Background: an optimization exercise with open tools, aiming at small area, a short achievable clock period and few clock cycles per item. Do not read the settings as production practice. The RTL of this run was laid out without a check of its function.

File: design/flow/design.v
package conv1d_pkg;
  localparam int ADDR_W   = 7;
  localparam int DATA_W   = 32;
  localparam int SAMPLE_W = 8;
  localparam int NUM_TAPS = 4;
  localparam int COUNT_W  = 7;
  localparam int SUM_W    = 18;
  localparam logic [7:0] REG_CTRL   = 8'h00;
  localparam logic [7:0] REG_STATUS = 8'h04;
  localparam logic [7:0] REG_TAPS   = 8'h08;
  localparam logic [7:0] REG_SRC    = 8'h0C;
  localparam logic [7:0] REG_DST    = 8'h10;
  localparam logic [7:0] REG_COUNT  = 8'h14;
endpackage
module conv1d_datapath (
  input  logic [7:0]    xa_i,
  input  logic [7:0]    ta_i,
  input  logic [7:0]    xb_i,
  input  logic [7:0]    tb_i,
  input  logic [17:0]   fs_i,
  input  logic [17:0]   fc_i,
  output logic [17:0]   s_o,
  output logic [17:0]   c_o
);
  logic s0, c0, s1, c1, s2, c2, s3, c3;
  logic s4, c4, s5, c5, s6, c6, s7, c7;
  logic s8, c8, s9, c9, s10, c10, s11, c11;
  logic s12, c12, s13, c13, s14, c14, s15, c15;
  logic s16, c16, s17, c17, s18, c18, s19, c19;
  logic s20, c20, s21, c21, s22, c22, s23, c23;
  logic s24, c24, s25, c25, s26, c26, s27, c27;
  logic s28, c28, s29, c29, s30, c30, s31, c31;
  logic s32, c32, s33, c33, s34, c34, s35, c35;
  logic s36, c36, s37, c37, s38, c38, s39, c39;
  logic s40, c40, s41, c41, s42, c42, s43, c43;
  logic s44, c44, s45, c45, s46, c46, s47, c47;
  logic s48, c48, s49, c49, s50, c50, s51, c51;
  logic s52, c52, s53, c53, s54, c54, s55, c55;
  logic s56, c56, s57, c57, s58, c58, s59, c59;
  logic s60, c60, s61, c61, s62, c62, s63, c63;
  logic s64, c64, s65, c65, s66, c66, s67, c67;
  logic s68, c68, s69, c69, s70, c70, s71, c71;
  logic s72, c72, s73, c73, s74, c74, s75, c75;
  logic s76, c76, s77, c77, s78, c78, s79, c79;
  logic s80, c80, s81, c81, s82, c82, s83, c83;
  logic s84, c84, s85, c85, s86, c86, s87, c87;
  logic s88, c88, s89, c89, s90, c90, s91, c91;
  logic s92, c92, s93, c93, s94, c94, s95, c95;
  logic s96, c96, s97, c97, s98, c98, s99, c99;
  logic s100, c100, s101, c101, s102, c102, s103, c103;
  logic s104, c104, s105, c105, s106, c106, s107, c107;
  logic s108, c108, s109, c109, s110, c110, s111, c111;
  logic s112, c112, s113, c113, s114, c114, s115, c115;
  logic s116, c116, s117, c117, s118, c118, s119, c119;
  logic s120, c120, s121, c121, s122, c122, s123, c123;
  logic s124, c124, s125, c125, s126, c126, s127, c127;
  logic s128, c128, s129, c129, s130, c130, s131, c131;
  logic s132, c132, s133, c133, s134, c134, s135, c135;
  logic s136, c136, s137, c137;
  assign s0 = fs_i[5] ^ fc_i[5];
  assign c0 = fs_i[5] & fc_i[5];
  assign s1 = fs_i[6] ^ fc_i[6] ^ (xa_i[0] & ta_i[6]);
  assign c1 = (fs_i[6] & fc_i[6]) | (fs_i[6] & (xa_i[0] & ta_i[6])) | (fc_i[6] & (xa_i[0] & ta_i[6]));
  assign s2 = (xb_i[0] & tb_i[6]) ^ (xa_i[1] & ta_i[5]) ^ (xb_i[1] & tb_i[5]);
  assign c2 = ((xb_i[0] & tb_i[6]) & (xa_i[1] & ta_i[5])) | ((xb_i[0] & tb_i[6]) & (xb_i[1] & tb_i[5])) | ((xa_i[1] & ta_i[5]) & (xb_i[1] & tb_i[5]));
  assign s3 = fs_i[7] ^ fc_i[7] ^ (xa_i[0] & ta_i[7]);
  assign c3 = (fs_i[7] & fc_i[7]) | (fs_i[7] & (xa_i[0] & ta_i[7])) | (fc_i[7] & (xa_i[0] & ta_i[7]));
  assign s4 = (xb_i[0] & tb_i[7]) ^ (xa_i[1] & ta_i[6]) ^ (xb_i[1] & tb_i[6]);
  assign c4 = ((xb_i[0] & tb_i[7]) & (xa_i[1] & ta_i[6])) | ((xb_i[0] & tb_i[7]) & (xb_i[1] & tb_i[6])) | ((xa_i[1] & ta_i[6]) & (xb_i[1] & tb_i[6]));
  assign s5 = (xa_i[2] & ta_i[5]) ^ (xb_i[2] & tb_i[5]) ^ (xa_i[3] & ta_i[4]);
  assign c5 = ((xa_i[2] & ta_i[5]) & (xb_i[2] & tb_i[5])) | ((xa_i[2] & ta_i[5]) & (xa_i[3] & ta_i[4])) | ((xb_i[2] & tb_i[5]) & (xa_i[3] & ta_i[4]));
  assign s6 = (xb_i[3] & tb_i[4]) ^ (xa_i[4] & ta_i[3]);
  assign c6 = (xb_i[3] & tb_i[4]) & (xa_i[4] & ta_i[3]);
  assign s7 = fs_i[8] ^ fc_i[8] ^ (xa_i[1] & ta_i[7]);
  assign c7 = (fs_i[8] & fc_i[8]) | (fs_i[8] & (xa_i[1] & ta_i[7])) | (fc_i[8] & (xa_i[1] & ta_i[7]));
  assign s8 = (xb_i[1] & tb_i[7]) ^ (xa_i[2] & ta_i[6]) ^ (xb_i[2] & tb_i[6]);
  assign c8 = ((xb_i[1] & tb_i[7]) & (xa_i[2] & ta_i[6])) | ((xb_i[1] & tb_i[7]) & (xb_i[2] & tb_i[6])) | ((xa_i[2] & ta_i[6]) & (xb_i[2] & tb_i[6]));
  assign s9 = (xa_i[3] & ta_i[5]) ^ (xb_i[3] & tb_i[5]) ^ (xa_i[4] & ta_i[4]);
  assign c9 = ((xa_i[3] & ta_i[5]) & (xb_i[3] & tb_i[5])) | ((xa_i[3] & ta_i[5]) & (xa_i[4] & ta_i[4])) | ((xb_i[3] & tb_i[5]) & (xa_i[4] & ta_i[4]));
  assign s10 = (xb_i[4] & tb_i[4]) ^ (xa_i[5] & ta_i[3]);
  assign c10 = (xb_i[4] & tb_i[4]) & (xa_i[5] & ta_i[3]);
  assign s11 = fs_i[9] ^ fc_i[9] ^ (xa_i[2] & ta_i[7]);
  assign c11 = (fs_i[9] & fc_i[9]) | (fs_i[9] & (xa_i[2] & ta_i[7])) | (fc_i[9] & (xa_i[2] & ta_i[7]));
  assign s12 = (xb_i[2] & tb_i[7]) ^ (xa_i[3] & ta_i[6]) ^ (xb_i[3] & tb_i[6]);
  assign c12 = ((xb_i[2] & tb_i[7]) & (xa_i[3] & ta_i[6])) | ((xb_i[2] & tb_i[7]) & (xb_i[3] & tb_i[6])) | ((xa_i[3] & ta_i[6]) & (xb_i[3] & tb_i[6]));
  assign s13 = (xa_i[4] & ta_i[5]) ^ (xb_i[4] & tb_i[5]);
  assign c13 = (xa_i[4] & ta_i[5]) & (xb_i[4] & tb_i[5]);
  assign s14 = fs_i[10] ^ fc_i[10] ^ (xa_i[3] & ta_i[7]);
  assign c14 = (fs_i[10] & fc_i[10]) | (fs_i[10] & (xa_i[3] & ta_i[7])) | (fc_i[10] & (xa_i[3] & ta_i[7]));
  assign s15 = fs_i[3] ^ fc_i[3];
  assign c15 = fs_i[3] & fc_i[3];
  assign s16 = fs_i[4] ^ fc_i[4] ^ (xa_i[0] & ta_i[4]);
  assign c16 = (fs_i[4] & fc_i[4]) | (fs_i[4] & (xa_i[0] & ta_i[4])) | (fc_i[4] & (xa_i[0] & ta_i[4]));
  assign s17 = (xb_i[0] & tb_i[4]) ^ (xa_i[1] & ta_i[3]) ^ (xb_i[1] & tb_i[3]);
  assign c17 = ((xb_i[0] & tb_i[4]) & (xa_i[1] & ta_i[3])) | ((xb_i[0] & tb_i[4]) & (xb_i[1] & tb_i[3])) | ((xa_i[1] & ta_i[3]) & (xb_i[1] & tb_i[3]));
  assign s18 = (xa_i[0] & ta_i[5]) ^ (xb_i[0] & tb_i[5]) ^ (xa_i[1] & ta_i[4]);
  assign c18 = ((xa_i[0] & ta_i[5]) & (xb_i[0] & tb_i[5])) | ((xa_i[0] & ta_i[5]) & (xa_i[1] & ta_i[4])) | ((xb_i[0] & tb_i[5]) & (xa_i[1] & ta_i[4]));
  assign s19 = (xb_i[1] & tb_i[4]) ^ (xa_i[2] & ta_i[3]) ^ (xb_i[2] & tb_i[3]);
  assign c19 = ((xb_i[1] & tb_i[4]) & (xa_i[2] & ta_i[3])) | ((xb_i[1] & tb_i[4]) & (xb_i[2] & tb_i[3])) | ((xa_i[2] & ta_i[3]) & (xb_i[2] & tb_i[3]));
  assign s20 = (xa_i[3] & ta_i[2]) ^ (xb_i[3] & tb_i[2]) ^ (xa_i[4] & ta_i[1]);
  assign c20 = ((xa_i[3] & ta_i[2]) & (xb_i[3] & tb_i[2])) | ((xa_i[3] & ta_i[2]) & (xa_i[4] & ta_i[1])) | ((xb_i[3] & tb_i[2]) & (xa_i[4] & ta_i[1]));
  assign s21 = (xa_i[2] & ta_i[4]) ^ (xb_i[2] & tb_i[4]) ^ (xa_i[3] & ta_i[3]);
  assign c21 = ((xa_i[2] & ta_i[4]) & (xb_i[2] & tb_i[4])) | ((xa_i[2] & ta_i[4]) & (xa_i[3] & ta_i[3])) | ((xb_i[2] & tb_i[4]) & (xa_i[3] & ta_i[3]));
  assign s22 = (xb_i[3] & tb_i[3]) ^ (xa_i[4] & ta_i[2]) ^ (xb_i[4] & tb_i[2]);
  assign c22 = ((xb_i[3] & tb_i[3]) & (xa_i[4] & ta_i[2])) | ((xb_i[3] & tb_i[3]) & (xb_i[4] & tb_i[2])) | ((xa_i[4] & ta_i[2]) & (xb_i[4] & tb_i[2]));
  assign s23 = (xa_i[5] & ta_i[1]) ^ (xb_i[5] & tb_i[1]) ^ (xa_i[6] & ta_i[0]);
  assign c23 = ((xa_i[5] & ta_i[1]) & (xb_i[5] & tb_i[1])) | ((xa_i[5] & ta_i[1]) & (xa_i[6] & ta_i[0])) | ((xb_i[5] & tb_i[1]) & (xa_i[6] & ta_i[0]));
  assign s24 = (xb_i[6] & tb_i[0]) ^ c0;
  assign c24 = (xb_i[6] & tb_i[0]) & c0;
  assign s25 = (xb_i[4] & tb_i[3]) ^ (xa_i[5] & ta_i[2]) ^ (xb_i[5] & tb_i[2]);
  assign c25 = ((xb_i[4] & tb_i[3]) & (xa_i[5] & ta_i[2])) | ((xb_i[4] & tb_i[3]) & (xb_i[5] & tb_i[2])) | ((xa_i[5] & ta_i[2]) & (xb_i[5] & tb_i[2]));
  assign s26 = (xa_i[6] & ta_i[1]) ^ (xb_i[6] & tb_i[1]) ^ (xa_i[7] & ta_i[0]);
  assign c26 = ((xa_i[6] & ta_i[1]) & (xb_i[6] & tb_i[1])) | ((xa_i[6] & ta_i[1]) & (xa_i[7] & ta_i[0])) | ((xb_i[6] & tb_i[1]) & (xa_i[7] & ta_i[0]));
  assign s27 = (xb_i[7] & tb_i[0]) ^ c1 ^ c2;
  assign c27 = ((xb_i[7] & tb_i[0]) & c1) | ((xb_i[7] & tb_i[0]) & c2) | (c1 & c2);
  assign s28 = s3 ^ s4 ^ s5;
  assign c28 = (s3 & s4) | (s3 & s5) | (s4 & s5);
  assign s29 = (xb_i[5] & tb_i[3]) ^ (xa_i[6] & ta_i[2]) ^ (xb_i[6] & tb_i[2]);
  assign c29 = ((xb_i[5] & tb_i[3]) & (xa_i[6] & ta_i[2])) | ((xb_i[5] & tb_i[3]) & (xb_i[6] & tb_i[2])) | ((xa_i[6] & ta_i[2]) & (xb_i[6] & tb_i[2]));
  assign s30 = (xa_i[7] & ta_i[1]) ^ (xb_i[7] & tb_i[1]) ^ c3;
  assign c30 = ((xa_i[7] & ta_i[1]) & (xb_i[7] & tb_i[1])) | ((xa_i[7] & ta_i[1]) & c3) | ((xb_i[7] & tb_i[1]) & c3);
  assign s31 = c4 ^ c5 ^ c6;
  assign c31 = (c4 & c5) | (c4 & c6) | (c5 & c6);
  assign s32 = s7 ^ s8 ^ s9;
  assign c32 = (s7 & s8) | (s7 & s9) | (s8 & s9);
  assign s33 = (xa_i[5] & ta_i[4]) ^ (xb_i[5] & tb_i[4]) ^ (xa_i[6] & ta_i[3]);
  assign c33 = ((xa_i[5] & ta_i[4]) & (xb_i[5] & tb_i[4])) | ((xa_i[5] & ta_i[4]) & (xa_i[6] & ta_i[3])) | ((xb_i[5] & tb_i[4]) & (xa_i[6] & ta_i[3]));
  assign s34 = (xb_i[6] & tb_i[3]) ^ (xa_i[7] & ta_i[2]) ^ (xb_i[7] & tb_i[2]);
  assign c34 = ((xb_i[6] & tb_i[3]) & (xa_i[7] & ta_i[2])) | ((xb_i[6] & tb_i[3]) & (xb_i[7] & tb_i[2])) | ((xa_i[7] & ta_i[2]) & (xb_i[7] & tb_i[2]));
  assign s35 = c7 ^ c8 ^ c9;
  assign c35 = (c7 & c8) | (c7 & c9) | (c8 & c9);
  assign s36 = c10 ^ s11 ^ s12;
  assign c36 = (c10 & s11) | (c10 & s12) | (s11 & s12);
  assign s37 = (xb_i[3] & tb_i[7]) ^ (xa_i[4] & ta_i[6]) ^ (xb_i[4] & tb_i[6]);
  assign c37 = ((xb_i[3] & tb_i[7]) & (xa_i[4] & ta_i[6])) | ((xb_i[3] & tb_i[7]) & (xb_i[4] & tb_i[6])) | ((xa_i[4] & ta_i[6]) & (xb_i[4] & tb_i[6]));
  assign s38 = (xa_i[5] & ta_i[5]) ^ (xb_i[5] & tb_i[5]) ^ (xa_i[6] & ta_i[4]);
  assign c38 = ((xa_i[5] & ta_i[5]) & (xb_i[5] & tb_i[5])) | ((xa_i[5] & ta_i[5]) & (xa_i[6] & ta_i[4])) | ((xb_i[5] & tb_i[5]) & (xa_i[6] & ta_i[4]));
  assign s39 = (xb_i[6] & tb_i[4]) ^ (xa_i[7] & ta_i[3]) ^ (xb_i[7] & tb_i[3]);
  assign c39 = ((xb_i[6] & tb_i[4]) & (xa_i[7] & ta_i[3])) | ((xb_i[6] & tb_i[4]) & (xb_i[7] & tb_i[3])) | ((xa_i[7] & ta_i[3]) & (xb_i[7] & tb_i[3]));
  assign s40 = c11 ^ c12 ^ c13;
  assign c40 = (c11 & c12) | (c11 & c13) | (c12 & c13);
  assign s41 = fs_i[11] ^ fc_i[11] ^ (xa_i[4] & ta_i[7]);
  assign c41 = (fs_i[11] & fc_i[11]) | (fs_i[11] & (xa_i[4] & ta_i[7])) | (fc_i[11] & (xa_i[4] & ta_i[7]));
  assign s42 = (xb_i[4] & tb_i[7]) ^ (xa_i[5] & ta_i[6]) ^ (xb_i[5] & tb_i[6]);
  assign c42 = ((xb_i[4] & tb_i[7]) & (xa_i[5] & ta_i[6])) | ((xb_i[4] & tb_i[7]) & (xb_i[5] & tb_i[6])) | ((xa_i[5] & ta_i[6]) & (xb_i[5] & tb_i[6]));
  assign s43 = (xa_i[6] & ta_i[5]) ^ (xb_i[6] & tb_i[5]) ^ (xa_i[7] & ta_i[4]);
  assign c43 = ((xa_i[6] & ta_i[5]) & (xb_i[6] & tb_i[5])) | ((xa_i[6] & ta_i[5]) & (xa_i[7] & ta_i[4])) | ((xb_i[6] & tb_i[5]) & (xa_i[7] & ta_i[4]));
  assign s44 = fs_i[12] ^ fc_i[12] ^ (xa_i[5] & ta_i[7]);
  assign c44 = (fs_i[12] & fc_i[12]) | (fs_i[12] & (xa_i[5] & ta_i[7])) | (fc_i[12] & (xa_i[5] & ta_i[7]));
  assign s45 = fs_i[2] ^ fc_i[2] ^ (xa_i[0] & ta_i[2]);
  assign c45 = (fs_i[2] & fc_i[2]) | (fs_i[2] & (xa_i[0] & ta_i[2])) | (fc_i[2] & (xa_i[0] & ta_i[2]));
  assign s46 = (xa_i[0] & ta_i[3]) ^ (xb_i[0] & tb_i[3]) ^ (xa_i[1] & ta_i[2]);
  assign c46 = ((xa_i[0] & ta_i[3]) & (xb_i[0] & tb_i[3])) | ((xa_i[0] & ta_i[3]) & (xa_i[1] & ta_i[2])) | ((xb_i[0] & tb_i[3]) & (xa_i[1] & ta_i[2]));
  assign s47 = (xb_i[1] & tb_i[2]) ^ (xa_i[2] & ta_i[1]) ^ (xb_i[2] & tb_i[1]);
  assign c47 = ((xb_i[1] & tb_i[2]) & (xa_i[2] & ta_i[1])) | ((xb_i[1] & tb_i[2]) & (xb_i[2] & tb_i[1])) | ((xa_i[2] & ta_i[1]) & (xb_i[2] & tb_i[1]));
  assign s48 = (xa_i[2] & ta_i[2]) ^ (xb_i[2] & tb_i[2]) ^ (xa_i[3] & ta_i[1]);
  assign c48 = ((xa_i[2] & ta_i[2]) & (xb_i[2] & tb_i[2])) | ((xa_i[2] & ta_i[2]) & (xa_i[3] & ta_i[1])) | ((xb_i[2] & tb_i[2]) & (xa_i[3] & ta_i[1]));
  assign s49 = (xb_i[3] & tb_i[1]) ^ (xa_i[4] & ta_i[0]) ^ (xb_i[4] & tb_i[0]);
  assign c49 = ((xb_i[3] & tb_i[1]) & (xa_i[4] & ta_i[0])) | ((xb_i[3] & tb_i[1]) & (xb_i[4] & tb_i[0])) | ((xa_i[4] & ta_i[0]) & (xb_i[4] & tb_i[0]));
  assign s50 = c15 ^ s16;
  assign c50 = c15 & s16;
  assign s51 = (xb_i[4] & tb_i[1]) ^ (xa_i[5] & ta_i[0]) ^ (xb_i[5] & tb_i[0]);
  assign c51 = ((xb_i[4] & tb_i[1]) & (xa_i[5] & ta_i[0])) | ((xb_i[4] & tb_i[1]) & (xb_i[5] & tb_i[0])) | ((xa_i[5] & ta_i[0]) & (xb_i[5] & tb_i[0]));
  assign s52 = s0 ^ c16 ^ c17;
  assign c52 = (s0 & c16) | (s0 & c17) | (c16 & c17);
  assign s53 = s18 ^ s19 ^ s20;
  assign c53 = (s18 & s19) | (s18 & s20) | (s19 & s20);
  assign s54 = c18 ^ c19 ^ c20;
  assign c54 = (c18 & c19) | (c18 & c20) | (c19 & c20);
  assign s55 = s21 ^ s22 ^ s23;
  assign c55 = (s21 & s22) | (s21 & s23) | (s22 & s23);
  assign s56 = s1 ^ s2 ^ s24;
  assign c56 = (s1 & s2) | (s1 & s24) | (s2 & s24);
  assign s57 = c21 ^ c22 ^ c23;
  assign c57 = (c21 & c22) | (c21 & c23) | (c22 & c23);
  assign s58 = s25 ^ s26 ^ s6;
  assign c58 = (s25 & s26) | (s25 & s6) | (s26 & s6);
  assign s59 = c24 ^ s27 ^ s28;
  assign c59 = (c24 & s27) | (c24 & s28) | (s27 & s28);
  assign s60 = c25 ^ c26 ^ s29;
  assign c60 = (c25 & c26) | (c25 & s29) | (c26 & s29);
  assign s61 = s10 ^ c27 ^ c28;
  assign c61 = (s10 & c27) | (s10 & c28) | (c27 & c28);
  assign s62 = s30 ^ s31 ^ s32;
  assign c62 = (s30 & s31) | (s30 & s32) | (s31 & s32);
  assign s63 = c29 ^ s33 ^ s34;
  assign c63 = (c29 & s33) | (c29 & s34) | (s33 & s34);
  assign s64 = s13 ^ c30 ^ c31;
  assign c64 = (s13 & c30) | (s13 & c31) | (c30 & c31);
  assign s65 = c32 ^ s35 ^ s36;
  assign c65 = (c32 & s35) | (c32 & s36) | (s35 & s36);
  assign s66 = c33 ^ c34 ^ s37;
  assign c66 = (c33 & c34) | (c33 & s37) | (c34 & s37);
  assign s67 = s38 ^ s39 ^ s14;
  assign c67 = (s38 & s39) | (s38 & s14) | (s39 & s14);
  assign s68 = c35 ^ c36 ^ s40;
  assign c68 = (c35 & c36) | (c35 & s40) | (c36 & s40);
  assign s69 = (xb_i[7] & tb_i[4]) ^ c37 ^ c38;
  assign c69 = ((xb_i[7] & tb_i[4]) & c37) | ((xb_i[7] & tb_i[4]) & c38) | (c37 & c38);
  assign s70 = c39 ^ c14 ^ s41;
  assign c70 = (c39 & c14) | (c39 & s41) | (c14 & s41);
  assign s71 = s42 ^ s43 ^ c40;
  assign c71 = (s42 & s43) | (s42 & c40) | (s43 & c40);
  assign s72 = (xb_i[5] & tb_i[7]) ^ (xa_i[6] & ta_i[6]) ^ (xb_i[6] & tb_i[6]);
  assign c72 = ((xb_i[5] & tb_i[7]) & (xa_i[6] & ta_i[6])) | ((xb_i[5] & tb_i[7]) & (xb_i[6] & tb_i[6])) | ((xa_i[6] & ta_i[6]) & (xb_i[6] & tb_i[6]));
  assign s73 = (xa_i[7] & ta_i[5]) ^ (xb_i[7] & tb_i[5]) ^ c41;
  assign c73 = ((xa_i[7] & ta_i[5]) & (xb_i[7] & tb_i[5])) | ((xa_i[7] & ta_i[5]) & c41) | ((xb_i[7] & tb_i[5]) & c41);
  assign s74 = c42 ^ c43 ^ s44;
  assign c74 = (c42 & c43) | (c42 & s44) | (c43 & s44);
  assign s75 = fs_i[13] ^ fc_i[13] ^ (xa_i[6] & ta_i[7]);
  assign c75 = (fs_i[13] & fc_i[13]) | (fs_i[13] & (xa_i[6] & ta_i[7])) | (fc_i[13] & (xa_i[6] & ta_i[7]));
  assign s76 = (xb_i[6] & tb_i[7]) ^ (xa_i[7] & ta_i[6]) ^ (xb_i[7] & tb_i[6]);
  assign c76 = ((xb_i[6] & tb_i[7]) & (xa_i[7] & ta_i[6])) | ((xb_i[6] & tb_i[7]) & (xb_i[7] & tb_i[6])) | ((xa_i[7] & ta_i[6]) & (xb_i[7] & tb_i[6]));
  assign s77 = fs_i[1] ^ fc_i[1] ^ (xa_i[0] & ta_i[1]);
  assign c77 = (fs_i[1] & fc_i[1]) | (fs_i[1] & (xa_i[0] & ta_i[1])) | (fc_i[1] & (xa_i[0] & ta_i[1]));
  assign s78 = (xb_i[0] & tb_i[2]) ^ (xa_i[1] & ta_i[1]) ^ (xb_i[1] & tb_i[1]);
  assign c78 = ((xb_i[0] & tb_i[2]) & (xa_i[1] & ta_i[1])) | ((xb_i[0] & tb_i[2]) & (xb_i[1] & tb_i[1])) | ((xa_i[1] & ta_i[1]) & (xb_i[1] & tb_i[1]));
  assign s79 = (xa_i[2] & ta_i[0]) ^ (xb_i[2] & tb_i[0]);
  assign c79 = (xa_i[2] & ta_i[0]) & (xb_i[2] & tb_i[0]);
  assign s80 = (xa_i[3] & ta_i[0]) ^ (xb_i[3] & tb_i[0]) ^ s15;
  assign c80 = ((xa_i[3] & ta_i[0]) & (xb_i[3] & tb_i[0])) | ((xa_i[3] & ta_i[0]) & s15) | ((xb_i[3] & tb_i[0]) & s15);
  assign s81 = c45 ^ s46 ^ s47;
  assign c81 = (c45 & s46) | (c45 & s47) | (s46 & s47);
  assign s82 = c46 ^ c47 ^ s48;
  assign c82 = (c46 & c47) | (c46 & s48) | (c47 & s48);
  assign s83 = s49 ^ s17 ^ s50;
  assign c83 = (s49 & s17) | (s49 & s50) | (s17 & s50);
  assign s84 = c48 ^ c49 ^ s51;
  assign c84 = (c48 & c49) | (c48 & s51) | (c49 & s51);
  assign s85 = c50 ^ s52 ^ s53;
  assign c85 = (c50 & s52) | (c50 & s53) | (s52 & s53);
  assign s86 = c51 ^ c52 ^ c53;
  assign c86 = (c51 & c52) | (c51 & c53) | (c52 & c53);
  assign s87 = s54 ^ s55 ^ s56;
  assign c87 = (s54 & s55) | (s54 & s56) | (s55 & s56);
  assign s88 = c54 ^ c55 ^ s57;
  assign c88 = (c54 & c55) | (c54 & s57) | (c55 & s57);
  assign s89 = s58 ^ c56 ^ s59;
  assign c89 = (s58 & c56) | (s58 & s59) | (c56 & s59);
  assign s90 = c57 ^ c58 ^ s60;
  assign c90 = (c57 & c58) | (c57 & s60) | (c58 & s60);
  assign s91 = c59 ^ s61 ^ s62;
  assign c91 = (c59 & s61) | (c59 & s62) | (s61 & s62);
  assign s92 = c60 ^ s63 ^ c61;
  assign c92 = (c60 & s63) | (c60 & c61) | (s63 & c61);
  assign s93 = s64 ^ c62 ^ s65;
  assign c93 = (s64 & c62) | (s64 & s65) | (c62 & s65);
  assign s94 = c63 ^ s66 ^ s67;
  assign c94 = (c63 & s66) | (c63 & s67) | (s66 & s67);
  assign s95 = c64 ^ c65 ^ s68;
  assign c95 = (c64 & c65) | (c64 & s68) | (c65 & s68);
  assign s96 = c66 ^ c67 ^ s69;
  assign c96 = (c66 & c67) | (c66 & s69) | (c67 & s69);
  assign s97 = s70 ^ c68 ^ s71;
  assign c97 = (s70 & c68) | (s70 & s71) | (c68 & s71);
  assign s98 = s72 ^ c69 ^ c70;
  assign c98 = (s72 & c69) | (s72 & c70) | (c69 & c70);
  assign s99 = s73 ^ s74 ^ c71;
  assign c99 = (s73 & s74) | (s73 & c71) | (s74 & c71);
  assign s100 = c72 ^ c44 ^ s75;
  assign c100 = (c72 & c44) | (c72 & s75) | (c44 & s75);
  assign s101 = s76 ^ c73 ^ c74;
  assign c101 = (s76 & c73) | (s76 & c74) | (c73 & c74);
  assign s102 = fs_i[14] ^ fc_i[14] ^ (xa_i[7] & ta_i[7]);
  assign c102 = (fs_i[14] & fc_i[14]) | (fs_i[14] & (xa_i[7] & ta_i[7])) | (fc_i[14] & (xa_i[7] & ta_i[7]));
  assign s103 = (xb_i[7] & tb_i[7]) ^ c75 ^ c76;
  assign c103 = ((xb_i[7] & tb_i[7]) & c75) | ((xb_i[7] & tb_i[7]) & c76) | (c75 & c76);
  assign s104 = fs_i[0] ^ fc_i[0];
  assign c104 = fs_i[0] & fc_i[0];
  assign s105 = (xb_i[0] & tb_i[1]) ^ (xa_i[1] & ta_i[0]) ^ (xb_i[1] & tb_i[0]);
  assign c105 = ((xb_i[0] & tb_i[1]) & (xa_i[1] & ta_i[0])) | ((xb_i[0] & tb_i[1]) & (xb_i[1] & tb_i[0])) | ((xa_i[1] & ta_i[0]) & (xb_i[1] & tb_i[0]));
  assign s106 = c77 ^ s78 ^ s79;
  assign c106 = (c77 & s78) | (c77 & s79) | (s78 & s79);
  assign s107 = c78 ^ c79 ^ s80;
  assign c107 = (c78 & c79) | (c78 & s80) | (c79 & s80);
  assign s108 = c80 ^ c81 ^ s82;
  assign c108 = (c80 & c81) | (c80 & s82) | (c81 & s82);
  assign s109 = c82 ^ s84 ^ c83;
  assign c109 = (c82 & s84) | (c82 & c83) | (s84 & c83);
  assign s110 = c84 ^ c85 ^ s86;
  assign c110 = (c84 & c85) | (c84 & s86) | (c85 & s86);
  assign s111 = c86 ^ s88 ^ c87;
  assign c111 = (c86 & s88) | (c86 & c87) | (s88 & c87);
  assign s112 = c88 ^ s90 ^ c89;
  assign c112 = (c88 & s90) | (c88 & c89) | (s90 & c89);
  assign s113 = c90 ^ s92 ^ c91;
  assign c113 = (c90 & s92) | (c90 & c91) | (s92 & c91);
  assign s114 = s94 ^ c92 ^ c93;
  assign c114 = (s94 & c92) | (s94 & c93) | (c92 & c93);
  assign s115 = c94 ^ s96 ^ c95;
  assign c115 = (c94 & s96) | (c94 & c95) | (s96 & c95);
  assign s116 = c96 ^ s98 ^ c97;
  assign c116 = (c96 & s98) | (c96 & c97) | (s98 & c97);
  assign s117 = s100 ^ c98 ^ s101;
  assign c117 = (s100 & c98) | (s100 & s101) | (c98 & s101);
  assign s118 = s102 ^ c100 ^ s103;
  assign c118 = (s102 & c100) | (s102 & s103) | (c100 & s103);
  assign s119 = fs_i[15] ^ fc_i[15] ^ c102;
  assign c119 = (fs_i[15] & fc_i[15]) | (fs_i[15] & c102) | (fc_i[15] & c102);
  assign s120 = (xa_i[0] & ta_i[0]) ^ (xb_i[0] & tb_i[0]);
  assign c120 = (xa_i[0] & ta_i[0]) & (xb_i[0] & tb_i[0]);
  assign s121 = c104 ^ s105 ^ s77;
  assign c121 = (c104 & s105) | (c104 & s77) | (s105 & s77);
  assign s122 = c105 ^ s45 ^ s106;
  assign c122 = (c105 & s45) | (c105 & s106) | (s45 & s106);
  assign s123 = c106 ^ s81 ^ s107;
  assign c123 = (c106 & s81) | (c106 & s107) | (s81 & s107);
  assign s124 = c107 ^ s108 ^ s83;
  assign c124 = (c107 & s108) | (c107 & s83) | (s108 & s83);
  assign s125 = c108 ^ s85 ^ s109;
  assign c125 = (c108 & s85) | (c108 & s109) | (s85 & s109);
  assign s126 = s87 ^ c109 ^ s110;
  assign c126 = (s87 & c109) | (s87 & s110) | (c109 & s110);
  assign s127 = c110 ^ s89 ^ s111;
  assign c127 = (c110 & s89) | (c110 & s111) | (s89 & s111);
  assign s128 = s91 ^ c111 ^ s112;
  assign c128 = (s91 & c111) | (s91 & s112) | (c111 & s112);
  assign s129 = s93 ^ c112 ^ s113;
  assign c129 = (s93 & c112) | (s93 & s113) | (c112 & s113);
  assign s130 = s95 ^ c113 ^ s114;
  assign c130 = (s95 & c113) | (s95 & s114) | (c113 & s114);
  assign s131 = s97 ^ c114 ^ s115;
  assign c131 = (s97 & c114) | (s97 & s115) | (c114 & s115);
  assign s132 = s99 ^ c115 ^ s116;
  assign c132 = (s99 & c115) | (s99 & s116) | (c115 & s116);
  assign s133 = c99 ^ s117 ^ c116;
  assign c133 = (c99 & s117) | (c99 & c116) | (s117 & c116);
  assign s134 = c101 ^ s118 ^ c117;
  assign c134 = (c101 & s118) | (c101 & c117) | (s118 & c117);
  assign s135 = c103 ^ s119 ^ c118;
  assign c135 = (c103 & s119) | (c103 & c118) | (s119 & c118);
  assign s136 = fs_i[16] ^ fc_i[16] ^ c119;
  assign c136 = (fs_i[16] & fc_i[16]) | (fs_i[16] & c119) | (fc_i[16] & c119);
  assign s137 = fs_i[17] ^ fc_i[17];
  assign c137 = fs_i[17] & fc_i[17];
  assign s_o[0] = s104;
  assign c_o[0] = s120;
  assign s_o[1] = c120;
  assign c_o[1] = s121;
  assign s_o[2] = c121;
  assign c_o[2] = s122;
  assign s_o[3] = c122;
  assign c_o[3] = s123;
  assign s_o[4] = c123;
  assign c_o[4] = s124;
  assign s_o[5] = c124;
  assign c_o[5] = s125;
  assign s_o[6] = c125;
  assign c_o[6] = s126;
  assign s_o[7] = c126;
  assign c_o[7] = s127;
  assign s_o[8] = c127;
  assign c_o[8] = s128;
  assign s_o[9] = c128;
  assign c_o[9] = s129;
  assign s_o[10] = c129;
  assign c_o[10] = s130;
  assign s_o[11] = c130;
  assign c_o[11] = s131;
  assign s_o[12] = c131;
  assign c_o[12] = s132;
  assign s_o[13] = c132;
  assign c_o[13] = s133;
  assign s_o[14] = s134;
  assign c_o[14] = c133;
  assign s_o[15] = s135;
  assign c_o[15] = c134;
  assign s_o[16] = s136;
  assign c_o[16] = c135;
  assign s_o[17] = s137;
  assign c_o[17] = c136;
endmodule
`timescale 1ns/1ps
module conv1d_top (
  input  logic        clk,
  input  logic        rst_n,
  input  logic        psel_i,
  input  logic        penable_i,
  input  logic        pwrite_i,
  input  logic [7:0]  paddr_i,
  input  logic [31:0] pwdata_i,
  output logic [31:0] prdata_o,
  output logic        pready_o,
  output logic        pslverr_o,
  output logic        mem_req_o,
  output logic        mem_we_o,
  output logic [6:0]  mem_addr_o,
  output logic [31:0] mem_wdata_o,
  input  logic [31:0] mem_rdata_i,
  output logic        done_o
);
  localparam int SW = conv1d_pkg::SUM_W;
  logic sel_ctrl_q, sel_stat_q, sel_taps_q, sel_src_q, sel_dst_q, sel_cnt_q, bad_q;
  always_ff @(posedge clk) begin
    sel_ctrl_q <= (paddr_i == conv1d_pkg::REG_CTRL);
    sel_stat_q <= (paddr_i == conv1d_pkg::REG_STATUS);
    sel_taps_q <= (paddr_i == conv1d_pkg::REG_TAPS);
    sel_src_q  <= (paddr_i == conv1d_pkg::REG_SRC);
    sel_dst_q  <= (paddr_i == conv1d_pkg::REG_DST);
    sel_cnt_q  <= (paddr_i == conv1d_pkg::REG_COUNT);
    bad_q      <= !(paddr_i == conv1d_pkg::REG_CTRL  || paddr_i == conv1d_pkg::REG_STATUS ||
                    paddr_i == conv1d_pkg::REG_TAPS  || paddr_i == conv1d_pkg::REG_SRC ||
                    paddr_i == conv1d_pkg::REG_DST   || paddr_i == conv1d_pkg::REG_COUNT);
  end
  logic wr;
  assign wr        = psel_i & penable_i & pwrite_i;
  assign pready_o  = 1'b1;
  assign pslverr_o = bad_q;
  logic [31:0] taps_q;
  logic [6:0]  src_q, dst_q, cnt_q;
  always_ff @(posedge clk or posedge rst_n) begin
    if (rst_n) begin
      taps_q <= '0;
      src_q  <= '0;
      dst_q  <= '0;
      cnt_q  <= '0;
    end else begin
      if (wr && sel_taps_q) taps_q <= pwdata_i;
      if (wr && sel_src_q)  src_q  <= pwdata_i[6:0];
      if (wr && sel_dst_q)  dst_q  <= pwdata_i[6:0];
      if (wr && sel_cnt_q)  cnt_q  <= pwdata_i[6:0];
    end
  end
  logic       run_q;      
  logic       done_q;
  logic       req_q, we_q;
  logic       ph_q;       
  logic [1:0] fs_q;       
  logic [6:0] wl_q;       
  logic [6:0] rdp_q, wrp_q;
  logic       rv_q;       
  logic start;
  assign start = wr & sel_ctrl_q & pwdata_i[0] & ~run_q;
  logic       rd_now, wr_now;
  logic [6:0] wl_d;
  assign rd_now = req_q & ~we_q;
  assign wr_now = req_q & we_q;
  assign wl_d   = wl_q - {6'd0, wr_now};
  logic nx_rd, nx_wr, last;
  always_comb begin
    nx_rd = 1'b0;
    nx_wr = 1'b0;
    last  = 1'b0;
    if (run_q) begin
      if (fs_q != 2'd0) begin
        nx_rd = !ph_q || fs_q[1];
      end else if (!ph_q) begin
        nx_rd = (wl_d > 7'd1);
      end else begin
        nx_wr = 1'b1;
        last  = (wl_q == 7'd1);
      end
    end
  end
  always_ff @(posedge clk or posedge rst_n) begin
    if (rst_n) begin
      run_q  <= 1'b0;
      done_q <= 1'b0;
      req_q  <= 1'b0;
    end else begin
      if (start) begin
        run_q  <= (cnt_q != '0);
        done_q <= (cnt_q == '0);
        req_q  <= (cnt_q != '0);
      end else begin
        req_q <= nx_rd | nx_wr;
        if (last) begin
          run_q  <= 1'b0;
          done_q <= 1'b1;
        end
      end
    end
  end
  always_ff @(posedge clk) ph_q <= ph_d;
  always_ff @(posedge clk) begin
    rv_q <= rd_now;
    if (start) begin
      we_q  <= 1'b0;
      fs_q  <= 2'd2;
      wl_q  <= cnt_q;
      rdp_q <= src_q;
      wrp_q <= dst_q;
    end else begin
      we_q <= nx_wr;
      if (ph_q && fs_q != 2'd0) fs_q <= fs_q - 2'd1;
      wl_q <= wl_d;
      if (rd_now) rdp_q <= rdp_q + 7'd1;
      if (wr_now) wrp_q <= wrp_q + 7'd1;
    end
  end
  assign mem_req_o  = req_q;
  assign mem_we_o   = we_q;
  assign mem_addr_o = we_q ? wrp_q : rdp_q;
  logic [7:0]    xa_q, xb_q, xc_q;
  logic [SW-1:0] acc_q;
  always_ff @(posedge clk) begin
    if (rv_q) begin
      xb_q <= mem_rdata_i[7:0];
      xc_q <= xb_q;
      xa_q <= xc_q;
    end
  end
  logic          ph_d;
  logic [7:0]    ta_q, tb_q;
  assign ph_d = start ? 1'b0 : ~ph_q;
  always_ff @(posedge clk) begin
    ta_q <= ph_d ? taps_q[15:8]  : taps_q[7:0];
    tb_q <= ph_d ? taps_q[31:24] : taps_q[23:16];
  end
  logic [SW-1:0] s_q, c_q, s_d, c_d;
  conv1d_datapath u_dp (
    .xa_i (xa_q),
    .ta_i (ta_q),
    .xb_i (xb_q),
    .tb_i (tb_q),
    .fs_i (ph_q ? s_q : '0),
    .fc_i (ph_q ? c_q : '0),
    .s_o  (s_d),
    .c_o  (c_d)
  );
  always_ff @(posedge clk) begin
    s_q <= s_d;
    c_q <= c_d;
  end
  assign mem_wdata_o = {{(32-SW){1'b0}}, s_q + c_q};
  always_comb begin
    prdata_o = '0;
    prdata_o |= {32{sel_taps_q}} & taps_q;
    prdata_o[6:0] |= ({7{sel_src_q}} & src_q) | ({7{sel_dst_q}} & dst_q) | ({7{sel_cnt_q}} & cnt_q);
    prdata_o[1:0] |= {2{sel_stat_q}} & {done_q, run_q};
  end
  assign done_o = done_q;
endmodule
File: design/flow/run.sh
#!/bin/bash
# synth_recipe.tcl (not shown) runs the flow's synth.tcl, then flattens the netlist and writes it again
# the make line also repeats each setting of config.mk as NAME=value (left out here)
make -C /OpenROAD-flow-scripts/flow DESIGN_CONFIG=/design/flow/config.mk WORK_HOME=/design/flow/orfs CLKGATE_MAP_FILE= SYNTH_SCRIPT=/design/flow/synth_recipe.tcl finish
File: design/flow/config.mk
export PLATFORM = sky130hd
export DESIGN_NAME = conv1d_top
export DESIGN_NICKNAME = conv1d_top
export VERILOG_FILES = /design/flow/design.v
export SDC_FILE = /design/flow/constraint.sdc
export NUM_CORES = 4
export LEC_CHECK = 0
export CAP_MARGIN = 20
export CORE_MARGIN = 2
export CORE_UTILIZATION = 40
export SETUP_SLACK_MARGIN = 4.5
export SLEW_MARGIN = 20
File: design/flow/constraint.sdc
create_clock -name core_clock -period 8.0 [get_ports {clk}]
set_input_delay 1.6000 -clock core_clock [delete_from_list [all_inputs] [get_ports {clk}]]
set_output_delay 1.6000 -clock core_clock [all_outputs]
set_load 0.01 [all_outputs]
==> results.toml <==
[drt]
num_vias = 7356
totalWireLength_um = 26000
drc = 0
ant_nets = 0
wl_per_cell_um = 17.2
first_pass_iters = 7
via_per_inst = 4.86
drt_iter0_drc = 388

[die]
die_area_um2 = 28900
rows = 60
io_pins = 153
die_w_um = 170
initial_core_util_pct = 40.8
die_h_um = 170
coreArea_um2 = 27000

[worst_setup_path]
start_kind = "register"
crit_arrival_ps = 2570
worstSetupPathType = "register to primary output"
cp_max_fo = 3
end_kind = "primary output"
cp_data_required_time_ps = 6400

[sta]
max_freq_mhz = 240
fin_skew_ps = 11.7
slew_viol_final = 0
slew_headroom_pct = 50.5
setup_viol_count_final = 0
finalHoldViolCount = 0
setup_slack_ps = 3830
rsz0062_at_grt = "yes"
fin_crit_sh_pct = 52.1
period_minus_slack_ps = 4170
worst_slew_pin_slew_ps = 742
fin_tns_setup_ps = 0

[global_routing]
grt_pass1_wl_um = 43000
grt_max_degree = 57
antenna_found_initial = 0
grt_pass1_vias = 7949
grt_overflow_total = 0
grt_usage_pct = 19.4

[yosys]
syn_area_per_cell_um2 = 10.9
synth-edff-count = 38
yosysUniqueCellTypes = 48
ys_top_cells_by_area = "fa_1, dfxtp_1, dfrtp_1"
yosysTopAreaCell = "fa_1"
synthArstFlopShare_pct = 33.9
synth_area_um2 = 11000
ys_seq_area_share_pct = 36.0
synth.most_common_cell = "inv_1"
ys_top_cells_by_count = "inv_1, fa_1, and2_1"
netlist.area_leader.share_pct = 23.3
synth_ff_type = "dfxtp_1"
ys_warn_count = 1
synth-seq-cells = 165
synthCells = 1010

[clocking]
clk-insertion-delay-late_ps = 440
cts_made_buffers = 17
ctsLongestPathBuffers = 2
clk_pin_slew_ps = 70
root_buffer = "clkbuf_16"
cts_num_sinks = 165
cts_tree = "built"
h-tree-depth = 4

[placed_design]
place_ws_ps = 3790
gp_congestion = 0.814
placed_area_um2 = 12400
dp_hpwl_um = 18700
portBuffers = 113

[pwr]
ir_drop_v = 0.000117
p_leak_nw = 6.30
power.density_nw_per_um2 = 139
total_power_w = 0.00189

[flow_run]
drv_cap = 0

[outcome]
outcome = "finished clean"

[finish]
syn2layout_area_growth_pct = 23.3
nets = 1396
num_antenna_cells = 0
fillers = 2475
postLayoutCellArea_um2 = 13600
drive_above_1_share_pct = 22.8

[min_path]
hp-class = "register to register"
[what timing repair did]
item,in CTS,in global routing
hold buffers,0,0
buffers inserted,34,5
gates resized for setup,111,49
gates cloned,0,0
pin swaps,37,26
setup endpoints to repair,65,28
[placed cells by master, fill, tap and decap left out, types with 4 or more instances in the layout]
master,n
ha_1,25
xor2_1,11
dfxtp_1,54
xnor2_1,22
inv_8,5
dfrtp_1,56
a21oi_1,16
inv_2,22
and3_1,5
and2_4,11
buf_4,32
nor2_1,28
nand3_1,6
buf_2,13
mux2_2,67
buf_6,8
o211ai_1,4
o21ai_0,18
inv_1,126
fa_1,100
clkdlybuf4s50_1,94
conb_1,15
edfxtp_1,38
fa_2,28
ha_4,6
a21o_1,9
mux2_4,9
clkbuf_16,17
dfxtp_2,14
a22oi_1,12
and2_1,111
nor4_1,5
nand2_1,115
[cell families after synthesis]
kind of cell	count (synthesis)	synth area share, %
simple gates	307	14.3
fa+ha+maj	160	26.9
flops	165	36.0
xor+xnor	34	2.71
mux	76	8.08
compound gates	80	4.71
other cells	2	0.0682
buf+inv	186	7.21
[state kept, by name, indices dropped and copies added (netlist names), 8 cells and up]
name / flops
taps_q: 32
c_q: 18
s_q: 18
ta_q: 8
tb_q: 8
xa_q: 8
xb_q: 8
xc_q: 8
[report_power, final]
| part | total [W] | internal, W | switching [W] |
|---|---|---|---|
| Clock | 0.000848 | 0.000450 | 0.000398 |
| Sequential | 0.000892 | 0.000873 | 0.0000190 |
| Combinational | 0.000148 | 0.0000756 | 0.0000725 |
| Total | 0.00189 | 0.00140 | 0.000489 |
[through the flow]
step           util [%]  std cells  hold slack [ps]
4_1_cts            49.9       1508              422
6_report           50.4       1513              421
3_5_place_dp       46.1       1442              406
2_1_floorplan         -       1023              400
5_1_grt            50.4       1513              428
3_3_place_gp       46.1       1442              400
[path summary, 6_finish.rpt]
check                      slack [ps]              end  depth (start not counted)    start
max in group asynchronous        5820         cnt_q[1]                          3    rst_n
max                              3830  mem_wdata_o[16]                         11   s_q[0]
min in group asynchronous        1670       taps_q[19]                          3    rst_n
min reg2reg                       420          xa_q[6]                          0  xc_q[6]
min                               420          xa_q[6]                          0  xc_q[6]
max reg2reg                      4210           c_q[9]                         11  xb_q[1]
[final cells by class]
class	count	area, um2	share of cell area, %
clock inverters	15	183	1.35
repair buffers	155	1420	10.5
inverters	148	556	4.09
flip-flops and latches	165	3990	29.4
well taps	341	427	3.14
multi-input cells	672	6570	48.4
clock buffers	17	425	3.13
[per-layer routing]
metal	track usage [%]	up-vias	part of all wire [%]
li1	-	3473	-
met1	27.0	3631	47
met2	30.4	220	45
met3	4.93	32	6.4
met4	5.02	0	1.6
met5	0	-	0
[critical path: stages, from the launching register on]
cell and delay, ps:
dfxtp_2 360, ha_4 140, inv_2 40, fa_2 350, nand2b_4 170, a21oi_4 140
o211ai_1 170, buf_4 190, o311ai_4 220, a21oi_2 90, xnor2_1 120, buf_2 150

-- re-timing with driven ports --
The results above use ideal ports. As a check the final layout listed here was re-extracted and re-timed, cells and wires unchanged.
Step 1: set_driving_cell puts a clkbuf_16 on clk and a buf_2 on each other input, an assumption about the parent block.
Step 2 also shifts input and output timing later by t, the mid clock arrival at the registers, as if the neighbouring blocks saw the same clock.
Three values: ideal, step 1, step 2; two values: the first two.
shift t [ns]: 0.480
setup WS [ns]: 3.834 / 3.786 / 4.212
worst setup path after step 2: register to register
latest minus earliest clock arrival (ns): 0.017 / 0.017
After both steps setup and hold are still met in this run. For this run, drivers alone change the setup slack by -0.048 ns; drivers and shift together by +0.378 ns.
